What follows belongs to an exercise in optimizing a design on an open flow for small area, a short achievable clock period and few clock cycles per item; a production flow would make more cautious choices. In this exercise RTL edits were held to simulation tests only and were not proved equivalent to the original. Power and IR drop assume default switching activity.

==> yarrow <==
Design proj_readout_top, start of the top module:
module proj_readout_top (
    input  logic         clk,
    input  logic         rst,
    input  logic         event_start,    
    input  logic [71:0]  item_count,     
    input  logic [527:0] mem_data,       
    input  logic         out_ack,        
    output logic [11:0]  mem_rd_en,      
    output logic [59:0]  mem_rd_addr,    
    output logic [53:0]  out_word,       
    output logic         out_req,        
    output logic         done            
);
==> module proj_readout_top, before the edit <==
module proj_readout_top (
    input  logic         clk,
    input  logic         rst,
    input  logic         event_start,    
    input  logic [71:0]  item_count,     
    input  logic [527:0] mem_data,       
    input  logic         out_ack,        
    output logic [11:0]  mem_rd_en,      
    output logic [59:0]  mem_rd_addr,    
    output logic [53:0]  out_word,       
    output logic         out_req,        
    output logic         done            
);
    localparam int N_MEM = 12;
    logic             busy;       
    logic             init;       
    logic             wait1;      
    logic             arm;        
    logic             fin;        
    logic [2:0]       bx;         
    logic [3:0]       k;          
    logic [4:0]       a;          
    logic [N_MEM-1:0] nzq;        
    logic [5:0]       cnt;        
    logic [3:0]       nk;         
    logic             any_q;      
    logic             eom_q;      
    logic [43:0]      data_q;     
    logic             last_q;     
    logic [N_MEM-1:0] nz;         
    logic [N_MEM-1:0] above;      
    logic [3:0]       k_above;    
    logic             end_of_mem;
    logic             accept;     
    logic             ack_seen;   
    logic             idle_link;  
    always_comb begin
        for (int j = 0; j < N_MEM; j++) begin
            nz[j]    = |item_count[6*j +: 6];
            above[j] = nzq[j] && (4'(j) > k);
        end
        k_above = '0;
        for (int j = N_MEM - 1; j >= 0; j--) begin
            if (above[j]) k_above = 4'(j);
        end
    end
    logic [N_MEM-1:0] kdec;       
    logic [N_MEM-1:0] ksel;       
    logic [5:0]       cnt_n [N_MEM/3];
    logic [43:0]      data_n [N_MEM/3];
    logic [5:0]       cnt_sel;
    logic [43:0]      data_sel;
    always_comb begin
        for (int j = 0; j < N_MEM; j++) begin
            kdec[j] = (k == 4'(j));
        end
    end
    for (genvar g = 0; g < N_MEM / 3; g++) begin : g_grp
        for (genvar i = 0; i < 6; i++) begin : g_cnt
            aoi222 u_aoi (
                .a1 (kdec[3*g]),     .a2 (item_count[6*(3*g) + i]),
                .b1 (kdec[3*g + 1]), .b2 (item_count[6*(3*g + 1) + i]),
                .c1 (kdec[3*g + 2]), .c2 (item_count[6*(3*g + 2) + i]),
                .y  (cnt_n[g][i])
            );
        end
        for (genvar i = 0; i < 44; i++) begin : g_dat
            aoi222 u_aoi (
                .a1 (ksel[3*g]),     .a2 (mem_data[44*(3*g) + i]),
                .b1 (ksel[3*g + 1]), .b2 (mem_data[44*(3*g + 1) + i]),
                .c1 (ksel[3*g + 2]), .c2 (mem_data[44*(3*g + 2) + i]),
                .y  (data_n[g][i])
            );
        end
    end
    assign cnt_sel  = ~(cnt_n[0] & cnt_n[1] & cnt_n[2] & cnt_n[3]);
    assign data_sel = ~(data_n[0] & data_n[1] & data_n[2] & data_n[3]);
    assign end_of_mem = ({1'b0, a} + 6'd1) == cnt;
    assign accept     = event_start && !busy;
    assign ack_seen   = out_req && out_ack;
    assign idle_link  = !out_req && !out_ack;
    always_ff @(posedge clk) begin
        if (rst) begin
            busy    <= 1'b0;
            init    <= 1'b0;
            wait1   <= 1'b0;
            arm     <= 1'b0;
            fin     <= 1'b0;
            out_req <= 1'b0;
            done    <= 1'b0;
            bx      <= 3'd7;
        end else begin
            done  <= 1'b0;
            init  <= 1'b0;
            wait1 <= init && !nzq[0];
            if (accept) begin
                busy <= 1'b1;
                init <= 1'b1;
                arm  <= 1'b0;
                fin  <= 1'b0;
                bx   <= bx + 3'd1;
            end else if (busy) begin
                if (wait1 || (init && nzq[0])) arm <= 1'b1;
                if (init) begin
                    if (nzq == '0) begin
                        done <= 1'b1;          
                        busy <= 1'b0;
                    end
                end else if (ack_seen) begin
                    out_req <= 1'b0;
                    if (last_q) fin <= 1'b1;
                end else if (idle_link) begin
                    if (fin) begin
                        done <= 1'b1;          
                        busy <= 1'b0;
                    end else if (arm) begin
                        out_req <= 1'b1;
                    end
                end
            end
        end
    end
    always_ff @(posedge clk) begin
        if (accept) begin
            a <= '0;
            k <= '0;
        end else if (init) begin
            if (!nzq[0]) k <= k_above;
        end else if (ack_seen) begin
            if (!eom_q) begin
                a <= a + 5'd1;
            end else if (!last_q) begin
                a <= '0;
                k <= nk;
            end
        end
    end
    always_ff @(posedge clk) begin
        nzq    <= nz;
        nk     <= k_above;
        any_q  <= |above;
        ksel   <= kdec;
        cnt    <= cnt_sel;
        data_q <= data_sel;
        eom_q  <= end_of_mem;
        last_q <= end_of_mem && !any_q;
    end
    assign mem_rd_en   = '1;
    assign mem_rd_addr = {N_MEM{a}};
    assign out_word    = {last_q, bx, k, 2'b00, data_q};
endmodule
Settings: LEC_CHECK=0, CAP_MARGIN=20, CORE_AREA=5 5 245 245, DIE_AREA=0 0 250 250, PLACE_DENSITY=0.6, SETUP_SLACK_MARGIN=2.5, SLEW_MARGIN=20, SYNTH_HIERARCHICAL=1, SYNTH_MINIMUM_KEEP_SIZE=0; clock period 4.5 ns.
standard.sh (not shown) runs the stock make flow with config.mk's settings and CLKGATE_MAP_FILE= SYNTH_SCRIPT=/design/flow/synth_recipe.tcl, a recipe that flattens the netlist after the stock synthesis.
==> flow/flow/run.sh <==
#!/bin/bash
# Standard layout, with the smallest buffer on every input and output port.
set -uo pipefail
export BUFFER_PORTS_ARGS="-buffer_cell sky130_fd_sc_hd__buf_1"
bash standard.sh > standard.log 2>&1
==> violet (differences from yarrow) <==
--- a/flow/design.v
+++ b/flow/design.v
@@ -47,3 +47,3 @@
             nz[j]    = |item_count[6*j +: 6];
-            above[j] = nzq[j] && (4'(j) > k);
+            above[j] = nzq[j] && (init || (4'(j) > k));
         end
@@ -102,3 +102,3 @@
             init  <= 1'b0;
-            wait1 <= init && !nzq[0];
+            wait1 <= init;
             if (accept) begin
@@ -110,3 +110,3 @@
             end else if (busy) begin
-                if (wait1 || (init && nzq[0])) arm <= 1'b1;
+                if (wait1) arm <= 1'b1;
                 if (init) begin
@@ -131,7 +131,5 @@
     always_ff @(posedge clk) begin
-        if (accept) begin
+        if (init) begin
             a <= '0;
-            k <= '0;
-        end else if (init) begin
-            if (!nzq[0]) k <= k_above;
+            k <= k_above;
         end else if (ack_seen) begin
==> flow/flow/run.sh (replaced) <==
#!/bin/bash
# Standard layout, with the smallest buffer on every input and output port
# and pins allowed one routing track apart.
set -uo pipefail
export BUFFER_PORTS_ARGS="-buffer_cell sky130_fd_sc_hd__buf_1"
export PLACE_PINS_ARGS="-min_distance 1 -min_distance_in_tracks"
bash standard.sh > standard.log 2>&1
--- a/flow/config.mk
+++ b/flow/config.mk
@@ -8,6 +8,6 @@
 export CAP_MARGIN = 20
-export CORE_AREA = 5 5 245 245
-export DIE_AREA = 0 0 250 250
+export CORE_AREA = 5 5 195 195
+export DIE_AREA = 0 0 200 200
 export PLACE_DENSITY = 0.6
-export SETUP_SLACK_MARGIN = 2.5
+export SETUP_SLACK_MARGIN = 2.4
 export SLEW_MARGIN = 20
==> comparison <==
- Of violet and yarrow, violet has the higher setup slack (gap 0.028 ns).
- First-iteration DRC count: yarrow is higher than violet (19%).
- Of yarrow and violet, yarrow has the higher clock power (gap 12%, measured against violet).
- Against yarrow, the fmax of violet is higher by 1.4%.
- Against yarrow, the combinational power of violet is higher by about 14%.
- Against violet, the hold slack of yarrow is better by 0.038 ns.
- In violet the synthesized cell count is lower than in yarrow, by about 2.5%.
- Sequential share of layout area: yarrow is lower than violet (1.3 points).
- Between yarrow and violet, the lower clock skew is in violet (gap 0.00083 ns).
==> figures <==
|  | yarrow | violet |
|---|---|---|
| Run status | no timing/DRC/antenna violations | no timing/DRC/antenna violations |
| Met2 track demand over resource | 26.3% | 33.1% |
| P_seq | 0.961 mW | 1.02 mW |
| Reported net switching power | 0.843 mW | 0.800 mW |
| Relative contribution of combinational cells to total power | 23.3% | 26.1% |
| Worst-Margin Slew | 1.07 ns | 0.884 ns |
| Worst r2r path cells | 4 | 6 |
| Mux cell area share after synthesis | 0.164% | 0.349% |
| Initial Util | 10.7% | 17.1% |
| Period utilization | 45.2% | 44.6% |
| Well Taps | 765 | 461 |
| Vias in the first global route | 10.1k | 9913 |
| N_diodes | 3 | 25 |
| Final WL | 59.5 mm | 46.7 mm |
| Cell count after synthesis | 640 | 624 |
| Wire length of the first global-routing pass | 78.1 mm | 62.7 mm |
| Capturing point of the worst reg2reg path | data_q[6] | cnt[4] |
| Sequential share of cell area | 20.6% | 21.9% |
| Critical path capture point | data_q[6] | mem_rd_addr[53] |
Testbench counts of yarrow, summed over its fixed seeds: cycles 92,895, words 22,694.
Testbench counts of violet, summed over its fixed seeds: cycles 93,176, words 22,694.

==> separate check: timing with driven ports <==
The flow's constraints put no driver on any port. The routed layouts listed below were extracted and timed again, unchanged, in two steps. Step 1, drivers: a clkbuf_16 drives clk and a buf_2 each remaining input, both assumed. Step 2 also shifts input and output timing later by t, the mid clock arrival at the registers, as if the neighbouring blocks saw the same clock. Slacks: ideal / step 1 / step 2; pairs: ideal / step 1.
run | shift t [ns] | setup WS [ns] | hold WS [ns] | clock arrival spread, ns | pins driven straight from the clock port
yarrow | 0.433 | 2.465 / 2.465 / 2.220 | 0.425 / 0.425 / 0.425 | 0.019 / 0.018 | 1
violet | 0.407 | 2.493 / 2.455 / 2.260 | 0.387 / 0.387 / 0.387 | 0.025 / 0.025 | 1
After both steps every run listed still meets setup and hold. For yarrow, which loses most, drivers alone change the setup slack by 0.000 ns; drivers and shift together by -0.245 ns.
